Background: an optimization exercise with open tools, aiming at a short achievable clock period. Do not read the settings as production practice.
The RTL was checked by simulation tests, not by an equivalence proof against the original design.
No activity file was given, so power comes from the tool's default toggle rates.

## design/flow/config.mk

```make
export PLATFORM = sky130hd
export DESIGN_NAME = stack_cpu
export DESIGN_NICKNAME = stack_cpu
export VERILOG_FILES = /design/flow/design.v
export SDC_FILE = /design/flow/constraint.sdc
export NUM_CORES = 4
export LEC_CHECK = 0
export ABC_CLOCK_PERIOD_IN_PS = 2000
export CAP_MARGIN = 20
export CORE_MARGIN = 2
export CORE_UTILIZATION = 40
export PLACE_DENSITY = 0.6
export SLEW_MARGIN = 20
export SYNTH_HIERARCHICAL = 1
export SYNTH_MINIMUM_KEEP_SIZE = 0
```

## design/flow/constraint.sdc

```tcl
create_clock -name core_clock -period 12.5 [get_ports {clk}]
set_input_delay 2.5000 -clock core_clock [delete_from_list [all_inputs] [get_ports {clk}]]
set_output_delay 2.5000 -clock core_clock [all_outputs]
set_load 0.01 [all_outputs]
```

## design/flow/design.v

```verilog
package cpu_cfg_pkg;
  localparam int data_w = 16;
  localparam int dstk_depth = 16;                 
  localparam int dstk_aw    = $clog2(dstk_depth);
  localparam int dstk_cw    = $clog2(dstk_depth + 3);
  localparam int cstk_depth = 16;
  localparam int cstk_aw    = $clog2(cstk_depth);
  localparam int cstk_cw    = cstk_aw + 1;
  localparam logic [data_w-1:0] reset_ip = '0;
endpackage
package cpu_isa_pkg;
  localparam int insn_w = 16;
  localparam logic [insn_w-1:0] insn_isr_load = 16'h7811;
  localparam logic [insn_w-1:0] imm_mask_lit  = 16'h7fff;   
  localparam logic [insn_w-1:0] imm_mask_br   = 16'h0ffe;   
  localparam logic [insn_w-1:0] imm_mask_word = 16'h03fe;   
  localparam logic [insn_w-1:0] imm_mask_byte = 16'h03ff;
  typedef enum logic [1:0] {
    src_stk0 = 2'h0,
    src_fp   = 2'h1,
    src_ip   = 2'h2,
    src_cstk = 2'h3
  } src_a_t;
  typedef enum logic [1:0] {
    src_imm  = 2'h0,
    src_stk1 = 2'h1,
    src_isr  = 2'h2
  } src_b_t;
  typedef enum logic [5:0] {
    alu_add   = 6'd0,
    alu_sub   = 6'd1,
    alu_and   = 6'd2,
    alu_or    = 6'd3,
    alu_xor   = 6'd4,
    alu_shl   = 6'd5,
    alu_shr   = 6'd6,
    alu_eq    = 6'd7,
    alu_lt    = 6'd8,
    alu_not   = 6'd9,
    alu_a     = 6'd10,
    alu_b     = 6'd11,
    alu_addz  = 6'd12,
    alu_addnz = 6'd13
  } alu_sel_t;
endpackage
`timescale 1ns/100ps
module add_ks #(parameter int W = 10)
(
  input  logic [W-1:0] a,
  input  logic [W-1:0] x,
  output logic [W-1:0] s,
  output logic         co
);
  logic [W-1:0] g, t, p;
  logic [W:0]   c;
  add_gt  #(.W(W)) u_gt  (.a(a), .x(x), .g(g), .t(t));
  add_p   #(.W(W)) u_p   (.a(a), .x(x), .p(p));
  add_pre #(.W(W)) u_pre (.g(g), .t(t), .c(c));
  add_sum #(.W(W)) u_sum (.p(p), .c(c[W-1:0]), .s(s));
  assign co = c[W];
endmodule
module add_gt #(parameter int W = 10)
(
  input  logic [W-1:0] a,
  input  logic [W-1:0] x,
  output logic [W-1:0] g,
  output logic [W-1:0] t
);
  assign g = a & x;
  assign t = a | x;
endmodule
module add_p #(parameter int W = 10)
(
  input  logic [W-1:0] a,
  input  logic [W-1:0] x,
  output logic [W-1:0] p
);
  assign p = a ^ x;
endmodule
module add_pre #(parameter int W = 10)
(
  input  logic [W-1:0] g,
  input  logic [W-1:0] t,
  output logic [W:0]   c
);
  localparam int L = $clog2(W);
  logic [W-1:0] gg [L+1];
  logic [W-1:0] tt [L+1];
  assign gg[0] = g;
  assign tt[0] = t;
  for (genvar l = 0; l < L; l++)
  begin : g_lvl
    for (genvar i = 0; i < W; i++)
    begin : g_bit
      if (i >= (1 << l))
      begin : g_comb
        assign gg[l+1][i] = gg[l][i] | (tt[l][i] & gg[l][i - (1 << l)]);
        assign tt[l+1][i] = tt[l][i] & tt[l][i - (1 << l)];
      end
      else
      begin : g_pass
        assign gg[l+1][i] = gg[l][i];
        assign tt[l+1][i] = tt[l][i];
      end
    end
  end
  assign c = {gg[L], 1'b0};
endmodule
module add_sum #(parameter int W = 10)
(
  input  logic [W-1:0] p,
  input  logic [W-1:0] c,
  output logic [W-1:0] s
);
  assign s = p ^ c;
endmodule
module res_mux
(
  input  logic [8:0]  sel,      
  input  logic [8:0][9:0] lo,
  input  logic [8:0]  co,
  input  logic [7:0][5:0] hc0,   
  input  logic [7:0][5:0] hc1,
  input  logic [4:0]  bhc0,      
  input  logic [4:0]  bhc1,
  input  logic        blo10,
  input  logic [15:0] early,
  output logic [15:0] y
);
  always_comb
  begin
    y = early;
    for (int k = 0; k < 8; k++)
      if (sel[k])
        y = y | {co[k] ? hc1[k] : hc0[k], lo[k]};
    if (sel[8])
      y = y | {co[8] ? bhc1 : bhc0, blo10, lo[8]};
  end
endmodule
`timescale 1ns/100ps
module stack_cpu
(
  input  logic        clk,
  input  logic        rst_n,
  output logic [15:0] imem_addr,
  input  logic [15:0] insn,
  output logic [15:0] dmem_addr,
  output logic [15:0] dmem_wdata,
  output logic        dmem_we,
  output logic        dmem_re,
  output logic        dmem_byte,
  input  logic [15:0] dmem_rdata
);
  logic [15:0] ip, fp, isr;
  logic [15:0] top0, top1;           
  logic [15:0] dmem_stk [16];        
  logic [4:0]  depth;                
  logic [15:0] cmem [16];            
  logic [4:0]  cptr;                 
  logic [15:0] ctop;                 
  logic [15:0] ip2;
  assign ip2 = ip + 16'd2;
  logic [3:0] op;
  logic [1:0] asel;
  logic is_lit, is_j, is_jc, is_b, is_w, is_6, is_alu, is_sys;
  assign op     = insn[15:12];
  assign asel   = insn[11:10];
  assign is_lit = insn[15];
  assign is_j   = op == 4'b0000;
  assign is_jc  = op == 4'b0001;
  assign is_b   = insn[15:13] == 3'b001 || op == 4'b0101;   
  assign is_w   = op == 4'b0100;                             
  assign is_6   = op == 4'b0110;                             
  assign is_alu = op == 4'b0111 && !insn[11];
  assign is_sys = op == 4'b0111 && insn[11];
  logic [15:0] tn_sum, tn_dif, tn_shl, tn_shr, t_step, alu_tn;
  logic        t_zero, tn_eq, tn_lt;
  assign tn_sum = top0 + top1;
  assign tn_dif = top0 - top1;
  assign tn_shl = top0 << top1[3:0];
  assign tn_shr = top0 >> top1[3:0];
  assign t_step = top0 + 16'd2;
  assign t_zero = top0 == 16'd0;
  assign tn_eq  = top0 == top1;
  assign tn_lt  = $signed(top0) < $signed(top1);
  always_comb
  begin
    case (insn[5:0])
      6'd0:    alu_tn = tn_sum;
      6'd1:    alu_tn = tn_dif;
      6'd2:    alu_tn = top0 & top1;
      6'd3:    alu_tn = top0 | top1;
      6'd4:    alu_tn = top0 ^ top1;
      6'd5:    alu_tn = tn_shl;
      6'd6:    alu_tn = tn_shr;
      6'd7:    alu_tn = {15'd0, tn_eq};
      6'd8:    alu_tn = {15'd0, tn_lt};
      6'd9:    alu_tn = ~top0;
      6'd10:   alu_tn = top0;
      6'd11:   alu_tn = top1;
      6'd12:   alu_tn = t_zero ? tn_sum : t_step;
      6'd13:   alu_tn = !t_zero ? tn_sum : t_step;
      default: alu_tn = 16'd0;
    endcase
  end
  logic [9:0] xb, xw;
  logic       sgn;
  assign xb  = insn[9:0];               
  assign xw  = {insn[9], insn[9:1]};    
  assign sgn = insn[9];
  logic [5:0] fp_hm, fp_hp, ip_hm, ip_hp, c_hm, c_hp, t_hp;
  logic [4:0] br_hm, br_hp;
  assign fp_hm = fp[15:10] - 6'd1;
  assign fp_hp = fp[15:10] + 6'd1;
  assign ip_hm = ip[15:10] - 6'd1;
  assign ip_hp = ip[15:10] + 6'd1;
  assign c_hm  = ctop[15:10] - 6'd1;
  assign c_hp  = ctop[15:10] + 6'd1;
  assign t_hp  = top0[15:10] + 6'd1;
  assign br_hm = ip[15:11] - 5'd1;
  assign br_hp = ip[15:11] + 5'd1;
  logic [8:0][9:0] lo;
  logic [8:0]      co;
  logic [7:0][5:0] hc0, hc1;
  logic [4:0]      bhc0, bhc1;
  logic            blo10;
  logic [10:0]     br_lo;
  add_ks #(.W(10)) u_fp_b (.a(fp[9:0]),   .x(xb), .s(lo[0]), .co(co[0]));
  add_ks #(.W(10)) u_ip_b (.a(ip[9:0]),   .x(xb), .s(lo[1]), .co(co[1]));
  add_ks #(.W(10)) u_c_b  (.a(ctop[9:0]), .x(xb), .s(lo[2]), .co(co[2]));
  add_ks #(.W(10)) u_fp_w (.a(fp[9:0]),   .x(xw), .s(lo[3]), .co(co[3]));
  add_ks #(.W(10)) u_ip_w (.a(ip[9:0]),   .x(xw), .s(lo[4]), .co(co[4]));
  add_ks #(.W(10)) u_c_w  (.a(ctop[9:0]), .x(xw), .s(lo[5]), .co(co[5]));
  add_ks #(.W(10)) u_t_b  (.a(top0[9:0]), .x(xb), .s(lo[7]), .co(co[7]));
  add_ks #(.W(11)) u_br   (.a(ip[10:0]),  .x(insn[11:1]), .s(br_lo), .co(co[8]));
  assign lo[6] = lo[0];
  assign co[6] = co[0];
  assign lo[8] = br_lo[9:0];
  assign blo10 = br_lo[10];
  assign hc1[0] = sgn ? fp[15:10]   : fp_hp;
  assign hc0[0] = sgn ? fp_hm       : fp[15:10];
  assign hc1[1] = sgn ? ip[15:10]   : ip_hp;
  assign hc0[1] = sgn ? ip_hm       : ip[15:10];
  assign hc1[2] = sgn ? ctop[15:10] : c_hp;
  assign hc0[2] = sgn ? c_hm        : ctop[15:10];
  assign hc1[3] = hc1[0];
  assign hc0[3] = hc0[0];
  assign hc1[4] = hc1[1];
  assign hc0[4] = hc0[1];
  assign hc1[5] = hc1[2];
  assign hc0[5] = hc0[2];
  assign hc1[6] = fp_hp;
  assign hc0[6] = fp[15:10];
  assign hc1[7] = t_hp;
  assign hc0[7] = top0[15:10];
  assign bhc1   = insn[11] ? ip[15:11] : br_hp;
  assign bhc0   = insn[11] ? br_hm     : ip[15:11];
  logic cond, s_br, s_ip2, s_6i, s_6f, s_sisr, s_sc, s_sfp, s_st;
  logic [8:0] sel;
  assign cond   = insn[0] ? !t_zero : t_zero;
  assign s_br   = is_j || (is_jc && cond);
  assign s_ip2  = is_jc && !cond;
  assign s_6i   = is_6 && asel == 2'd0;
  assign s_6f   = is_6 && asel == 2'd1;
  assign s_sisr = is_sys && insn[4] && !insn[0];
  assign s_sc   = is_sys && !insn[4] && !insn[0] && insn[3:2] == 2'b00;
  assign s_sfp  = is_sys && insn[3:0] == 4'b0011;
  assign s_st   = is_sys && !(insn[4] && !insn[0]) && !(insn[3:2] == 2'b00 && !insn[0]) &&
                  insn[3:0] != 4'b0011;
  assign sel[0] = is_b && asel == 2'd1;
  assign sel[1] = is_b && asel == 2'd2;
  assign sel[2] = is_b && asel == 2'd3;
  assign sel[3] = is_w && asel == 2'd1;
  assign sel[4] = is_w && asel == 2'd2;
  assign sel[5] = is_w && asel == 2'd3;
  assign sel[6] = s_6f;
  assign sel[7] = is_6 && insn[11];
  assign sel[8] = s_br;
  logic [15:0] early, alu_res;
  assign early = ({16{is_lit}}            & {1'b0, insn[14:0]})      |
                 ({16{is_b && asel == 0}} & {{6{sgn}}, xb})          |
                 ({16{is_w && asel == 0}} & {{7{sgn}}, insn[9:1]})   |
                 ({16{s_6i}}              & {6'd0, xb})              |
                 ({16{s_ip2}}             & ip2)                     |
                 ({16{is_alu}}            & alu_tn)                  |
                 ({16{s_sisr}}            & isr)                     |
                 ({16{s_sc}}              & ctop)                    |
                 ({16{s_sfp}}             & fp)                      |
                 ({16{s_st}}              & top0);
  res_mux u_res (.sel(sel), .lo(lo), .co(co), .hc0(hc0), .hc1(hc1), .bhc0(bhc0), .bhc1(bhc1),
                 .blo10(blo10), .early(early), .y(alu_res));
  logic push, pop, load_stk, wr1, rd, wr, byt, cpush, cpop;
  assign push     = is_lit || op == 4'b0010 || (is_w && !insn[0]) || op == 4'b0101 ||
                    (op == 4'b0111 && insn[7]);
  assign pop      = is_jc || op == 4'b0011 || (is_w && insn[0]) || (is_alu && insn[6]) ||
                    (is_sys && insn[2]) || (is_sys && insn[4] && insn[0]);
  assign load_stk = push || is_alu || (is_sys && insn[3] && !insn[1]);
  assign wr1      = op == 4'b0111 && insn[3] && !(insn[11] && insn[4]);
  assign rd       = op == 4'b0010 || (is_w && !insn[0]) || s_6i ||
                    (is_sys && insn[3:2] == 2'b10);
  assign wr       = op == 4'b0011 || (is_w && insn[0]) || (is_sys && insn[3:2] == 2'b11);
  assign byt      = insn[15:13] == 3'b001 || (op == 4'b0111 && insn[0]);
  assign cpush    = (is_j && insn[0]) || s_6i || s_sisr || s_sfp;
  assign cpop     = s_sc;
  assign imem_addr  = ip;
  assign dmem_addr  = alu_res;
  assign dmem_wdata = (op == 4'b0111 && !(insn[11] && insn[4])) ? top1 : top0;
  assign dmem_we    = rst_n && wr;
  assign dmem_re    = rst_n && rd;
  assign dmem_byte  = byt && (rd || wr);
  logic [15:0] rd_data, din, ip_nx, fp_nx, cdin;
  assign rd_data = byt ? {8'h00, dmem_rdata[7:0]} : dmem_rdata;
  assign din     = rd ? rd_data : alu_res;
  assign cdin    = s_sfp ? fp : ip2;
  always_comb
  begin
    if (s_br)
      ip_nx = alu_res;
    else if (s_6i)
      ip_nx = {6'd0, xb};
    else if (is_sys && insn[3:0] == 4'b0000)
      ip_nx = insn[4] ? isr : ctop;
    else
      ip_nx = ip2;
    if (s_6f)
      fp_nx = alu_res;
    else if (is_sys && insn[3:0] == 4'b0010)
      fp_nx = insn[4] ? isr : ctop;
    else
      fp_nx = fp;
  end
  always_ff @(posedge clk)
  begin
    if (!rst_n)
    begin
      ip  <= 16'd0;
      fp  <= 16'd0;
      isr <= 16'd0;
    end
    else
    begin
      ip <= ip_nx;
      fp <= fp_nx;
      if (insn == 16'h7811)
        isr <= top0;
    end
  end
  logic [3:0] sp;
  assign sp = depth[3:0] - 4'd2;
  always_ff @(posedge clk)
  begin
    if (push && !pop && depth >= 5'd2)
      dmem_stk[sp] <= top1;
    if (push && !pop)
      top1 <= top0;
    else if (pop && !push)
    begin
      top0 <= top1;
      top1 <= dmem_stk[sp - 4'd1];
    end
    if (load_stk)
    begin
      if (wr1)
        top1 <= din;
      else
        top0 <= din;
    end
  end
  always_ff @(posedge clk)
  begin
    if (!rst_n)
      depth <= 5'd0;
    else if (push && !pop)
      depth <= depth + 5'd1;
    else if (pop && !push)
      depth <= depth - 5'd1;
  end
  always_ff @(posedge clk)
  begin
    if (cpush)
      cmem[cptr[3:0]] <= cdin;
  end
  always_ff @(posedge clk)
  begin
    if (cpush && !cpop)
      ctop <= cdin;
    else if (cpop && !cpush)
      ctop <= cmem[cptr[3:0] - 4'd2];
  end
  always_ff @(posedge clk)
  begin
    if (!rst_n)
      cptr <= 5'd0;
    else if (cpush && !cpop)
      cptr <= cptr + 5'd1;
    else if (cpop && !cpush)
      cptr <= cptr - 5'd1;
  end
endmodule
```

## design/flow/flow/run.sh

```bash
#!/bin/bash
set -euo pipefail
export SETUP_SLACK_MARGIN=8
bash standard.sh > standard.log 2>&1
```

## design/flow/standard.sh

```bash
#!/bin/bash
# synth_recipe.tcl (not shown) runs the flow's synth.tcl, then flattens the netlist and writes it again
# the make line also repeats each setting of config.mk as NAME=value (left out here)
make -C /OpenROAD-flow-scripts/flow DESIGN_CONFIG=/design/flow/config.mk WORK_HOME=/design/flow/orfs CLKGATE_MAP_FILE= SYNTH_SCRIPT=/design/flow/synth_recipe.tcl "${@:-finish}"
```

==> results of run 1 <==
-- sequential cells by signal, summed over array words and instances, names as in the netlist --
name / flops
cmem: 256
cptr: 4
ctop: 16
depth: 5
dmem_stk: 256
fp: 16
ip: 16
isr: 16
top0: 16
top1: 16
-- through the flow --
step / area (um2) / power [mW] / instances
floorplan: 38600 / 3.97 / 3180
global placement: 40100 / 4.65 / 4334
detailed placement: 40100 / 4.66 / 4338
CTS: 47500 / 6.98 / 4768
global route: 48900 / 7.35 / 4842
finish: 48900 / 7.11 / 4842
-- power by group through the flow --
stage / Clock, mW / Sequential, mW / Combinational, mW
after floorplan: 0 / 2.54 / 1.43
after global placement: 0 / 2.59 / 2.06
after detailed placement: 0 / 2.59 / 2.06
after CTS: 2.07 / 2.55 / 2.36
after global routing: 2.15 / 2.57 / 2.63
final: 2.03 / 2.55 / 2.52
-- path summary, 6_finish.rpt --
| kind | from | to | slack [ns] |
|---|---|---|---|
| worst min register to register | depth[4] | depth[4] | 0.51 |
| worst min-delay path | depth[4] | depth[4] | 0.51 |
| worst max register to register | top0[11] | top1[2] | 5.65 |
| worst max-delay path | insn[5] | dmem_addr[11] | 4.90 |
-- area by class of cell --
cell class,instances,share of cell area
Multi-Input combinational cell,2242,0.431
Clock buffer,86,0.0366
Inverter,93,0.00837
Tap cell,1243,0.0318
Timing Repair inverter,1,0.000179
Sequential cell,617,0.362
Timing Repair Buffer,524,0.121
Clock inverter,36,0.00973
-- metal layers --
layer  GRT usage  wire [um]
met1       0.372      53500
met2       0.429      61200
met3      0.0608      13800
met4       0.124       7530
met5           0         13
-- repair_timing --
action | 4_1_cts | 5_1_grt
gates resized for setup | 634 | 172
setup endpoints to repair | 912 | 335
endpoints found under the hold margin | 0 | 0
cloned | 29 | 4
pin swaps | 183 | 125
hold buffers | 0 | 0
setup buffers | 279 | 69
-- worst register-to-register path, delay by kind of cell, from the launching register on --
| kind | cells | cell delay, ns |
|---|---|---|
| multiplexers | 2 | 0.70 |
| AO/OA/AOI/OAI | 4 | 0.58 |
| flip-flops | 1 | 0.30 |
| adder cells (fa/ha/maj) | 1 | 0.21 |
| AND/OR/NAND/NOR | 5 | 1.53 |
| buffers and inverters | 28 | 3.39 |
==> notes.md, run 1 <==
PnR worst setup slack between 4 and 5 ns; Worst setup SP type input port; CP delay by family, top compound AO/OA/AOI/OAI gates; Slew HR 0.265; Final min period between 7 and 8 ns; clock skew approximately 0.038 ns; Top cell by count, worst path buf_12; nets between 3000 and 4000; Die W about 310 um; clk root buf clkbuf_16; row count 111; vias ~30000; Fin Hold WS around 0.5 ns; Placer Congestion between 0.9 and 1; setup_tns 0 ns; later-pin clock latency in the skew report about 0.64 ns; core area between 90000 and 100000 um2; GRT Overall Usage 0.277; largest net degree at the start of global routing 66; Area Growth Syn to Fin 31.2%; syn_nets ~3300; H-tree depth 3; final slew viol count 0; Synth Instances approximately 3200; cell-internal power between 4 and 5 mW; grt ovf 0; area of the mapped netlist approximately 37000 um2; post-DP HPWL about 80000 um; Max stage delay cell, worst path a221o_1; Initial Util 0.405; initial antenna violation count 1; Detail Route Antenna Nets 0; Ys Warns 14; drt wl/cell about 28 um; RSZ-0062 raised after global routing true; final hold vios 0; FILL cells 7675; Worst Path Class, Setup in2out; first-pass GRT wire length ~200000 um; status complete, no violations; commonest non-fill, non-tap cell in the layout edfxtp_1; layout cells sized above 1 0.384; vias in the first global route around 29000; Psw about 2.4 mW; Clock Path Buffers 3; share of power burned in registers 0.359; CP Depth 14; area of the multi-input gates ~21000 um2; clk sinks about 620; Initial DRC Count approximately 4000; Pre-Repair DR Iteration Count 6; die height about 310 um; Clock Power Share 0.286; Max VDD drop around 0.097 mV; CP required 10.00 ns; Worst Max-Slew Pin Slew between 1 and 1.5 ns; I/O Pins 85; # setup viols final 0; Max Cap Viol 0; CTS buffer count 67; Final Core Density 0.532; Total Die Area about 96000 um2; fmax roughly 0.13 GHz; CP Cell Sequence buf_12 > buf_12 > or3_4 > nor3_4 > a2bb2o_4 > or2_4 > buf_6 > buf_12 > a221o_1 > a211oi_4 > o21ai_2 > a21oi_4 > nand4_1 > buf_2; # port buffers 84; CTS tree yes; Tightest Hold Check Type reg2reg; Reg2Reg Depth 40; slowest stage delay, CP ~0.33 ns; highest-count cells in the layout ignoring fill and taps edfxtp_1 (528), buf_4 (245), xor2_1 (193); pre-CTS WS around 3.3 ns; Buf+Inv Stages, Crit Path 5; post-synthesis average cell area about 12 um2; clk slew on worst S/H paths 0.06 ns; final WL about 140000 um; DRC violations left 0; P_leak roughly 18 nW; Sw Ratio 0.344; Hold Crit Depth 2; vias per cell roughly 6.2; pwr/cell area roughly 150 nW/um2; antenna cell count 0; Logic pwr share 0.354; register area around 18000 um2; CP Capture Type output port; crit path max fanout 7; final worst-path cycle share 0.608; critical path arrival about 5.1 ns
==> run 2: changes to the inputs <==
==> design/flow/run.sh (new file) <==
#!/bin/bash
# synth_recipe.tcl (not shown) runs the flow's synth.tcl, then flattens the netlist and writes it again
# the make line also repeats each setting of config.mk as NAME=value (left out here)
make -C /OpenROAD-flow-scripts/flow DESIGN_CONFIG=/design/flow/config.mk WORK_HOME=/design/flow/orfs CLKGATE_MAP_FILE= SYNTH_SCRIPT=/design/flow/synth_recipe.tcl finish
--- a/design/flow/config.mk
+++ b/design/flow/config.mk
@@ -12,2 +12,3 @@
 export PLACE_DENSITY = 0.6
+export SETUP_SLACK_MARGIN = 5
 export SLEW_MARGIN = 20
removed: design/flow/flow/run.sh
removed: design/flow/standard.sh
==> notes.md, run 2 <==
share of power burned in registers 0.369; P_leak roughly 16 nW; Psw roughly 2.3 mW; H-tree depth 3; GRT Overall Usage 0.269; drt wl/cell 28.2 um; RR Startpoint top0[3]; Worst Max-Slew Pin Slew between 1 and 1.5 ns; CTS tree yes; later-pin clock latency in the skew report between 0.6 and 0.7 ns; vias approximately 28000; final slew viol count 0; Detail Route Antenna Nets 0; clk root buf clkbuf_16; row count about 110; Initial Util 0.405; highest-count cells in the layout ignoring fill and taps edfxtp_1 (528), nor2_1 (202), nand2_1 (199); Worst Path Class, Setup in2out; r2r setup slk roughly 7 ns; fmax roughly 0.13 GHz; routing usage on met3 0.0552; RSZ-0062 raised after global routing true; CP required roughly 10 ns; most used routing layer met2; Ys Warns 14; layout cells sized above 1 0.269; DRC violations left 0; clk slew on worst S/H paths ~0.060 ns; vias per cell 6.18; CTS buffer count 67; FILL cells slightly above 8000; core area just over 90000 um2; Pre-Repair DR Iteration Count 7; Total Die Area ~96000 um2; pwr/cell area between 150 and 200 nW/um2; Synth Instances about 3200; final worst-path cycle share 0.613; Max VDD drop roughly 0.12 mV; Slew HR 0.269; Sw Ratio 0.340; # port buffers between 80 and 90; Final min period between 7 and 8 ns; initial antenna violation count 6; clock skew around 0.034 ns; Final Non-Filler Cells roughly 4600; grt ovf 0; Clock Path Buffers 3; area of the mapped netlist around 37000 um2; CP endpoint dmem_addr[13]; I/O Pins 85; DP Cell Count approximately 4400; largest net degree at the start of global routing 71; post-DP HPWL about 84000 um; crit path max fanout 7; final hold vios 0; Critical Path Source insn[5]; nets between 3000 and 4000; cell-internal power ~4.5 mW; Die W roughly 310 um; global routing usage on met2 0.412; FF-to-FF End top1[13]; Area Growth Syn to Fin 18.0%; Hold Crit Depth 2; met1 GRT Util 0.374; Clock Power Share 0.306; Logic pwr share 0.325; clk sinks 617; hold-fix buffers at CTS 0; Tightest Hold Check Type reg2reg; final WL between 100000 and 150000 um; Placer Congestion roughly 1.0; # setup viols final 0; Reg2Reg Depth 16; status complete, no violations; commonest non-fill, non-tap cell in the layout edfxtp_1; setup_tns 0 ns; first-pass GRT wire length between 150000 and 200000 um; Initial DRC Count 3507; die height approximately 310 um; critical path arrival between 5 and 6 ns; post-synthesis average cell area 11.7 um2; syn_nets approximately 3300; CP Capture Type output port; vias in the first global route roughly 27000; Worst setup SP type input port; Max Cap Viol 0
run 2: changes by cell type in the layout (fill, tap and decap cells not counted), sizes merged, moves of 2 or more:
cell           change
and3               -2
inv                -2
and4               -2
diode              +2
clkinvlp           +3
bufbuf             -3
bufinv             +2
clkinv             +5
clkdlybuf4s50     +20
clkdlybuf4s15      +2
and2               +2
buf              -262
clkbuf             -7
run 2: layer usage:
layer,wire [um],share of wire
met1,54400,0.42
met2,58100,0.45
met3,11800,0.091
met4,5320,0.041
met5,68,0.00052
run 2: layout make-up:
type / count / area (um2) / area share
well taps: 1243 / 1560 / 0.0354
flip-flops and latches: 617 / 17700 / 0.402
multi-input cells: 2237 / 19300 / 0.438
clock inverters: 45 / 603 / 0.0137
inverters: 93 / 373 / 0.00848
diodes: 2 / 5.00 / 0.000114
clock buffers: 78 / 1750 / 0.0398
repair buffers: 282 / 2750 / 0.0626
run 2: worst min path at each step:
stage / slack (ns) / start / end
floorplan: 0.46 / depth[4] / depth[4]
global placement: 0.49 / depth[4] / depth[4]
detailed placement: 0.50 / depth[4] / depth[4]
CTS: 0.52 / depth[4] / depth[4]
global route: 0.55 / depth[4] / depth[4]
finish: 0.51 / depth[4] / depth[4]
run 2: power groups by stage:
stage | logic (mW) | clock network (mW) | registers (mW)
5_1_grt | 2.35 | 2.21 | 2.54
6_report | 2.23 | 2.10 | 2.53
3_5_place_dp | 2.03 | 0 | 2.57
2_1_floorplan | 1.33 | 0 | 2.54
4_1_cts | 2.15 | 2.13 | 2.53
3_3_place_gp | 2.04 | 0 | 2.57
run 2: timing repair:
| item | 4_1_cts | 5_1_grt |
|---|---|---|
| setup buffers | 68 | 10 |
| pin swaps | 64 | 37 |
| endpoints found under the setup margin | 35 | 19 |
| gates resized for setup | 330 | 39 |
| endpoints found under the hold margin | 0 | 0 |
| cloned | 15 | 1 |
run 2: through the flow:
step | util | cell area (um2) | worst slack (ns) | hold WS [ns] | power [mW]
after detailed placement | 0.430 | 39600 | 2.95 | 0.503 | 4.61
after CTS | 0.475 | 43700 | 4.92 | 0.516 | 6.81
after global placement | 0.430 | 39600 | 3.08 | 0.490 | 4.61
final | 0.478 | 43900 | 4.84 | 0.507 | 6.85
after global routing | 0.478 | 43900 | 4.82 | 0.547 | 7.10
after floorplan | - | 37300 | 5.45 | 0.459 | 3.88
run 2: worst max-delay path, stage by stage:
cell and delay (ns):
buf_12 0.09, buf_12 0.15, buf_12 0.15, and2_4 0.17, nor2_4 0.04, or3_4 0.38
a2bb2oi_4 0.23, a31o_4 0.28, mux2_4 0.31, a22o_1 0.21, a221oi_2 0.19, nand4_1 0.22
buf_2 0.21

-- re-timing with driven ports --
No port has a modelled driver above. Below, the same layouts with a new extraction and two added sets of constraints.
Step 1: set_driving_cell puts a clkbuf_16 on clk and a buf_2 on each other input, an assumption about the parent block.
Step 2 adds t to the input delays and takes it off the output delays; t is the mean of the earliest and latest rising clock arrival at the registers after step 1. Input paths then give back, and output paths get back, about the clock's delay inside the block.
Slacks: ideal ports / drivers / drivers and shift; pairs: ideal ports / drivers.
run	shift t [ns]	setup WS [ns]	clock arrival spread, ns
run 1	0.677	4.896 / 4.794 / 4.264	0.039 / 0.039
run 2	0.691	4.840 / 4.773 / 4.773	0.035 / 0.035
After both steps setup and hold are still met in every run listed. The setup slack of run 1, which loses most, moves by -0.102 ns with the drivers and by -0.632 ns with both steps.
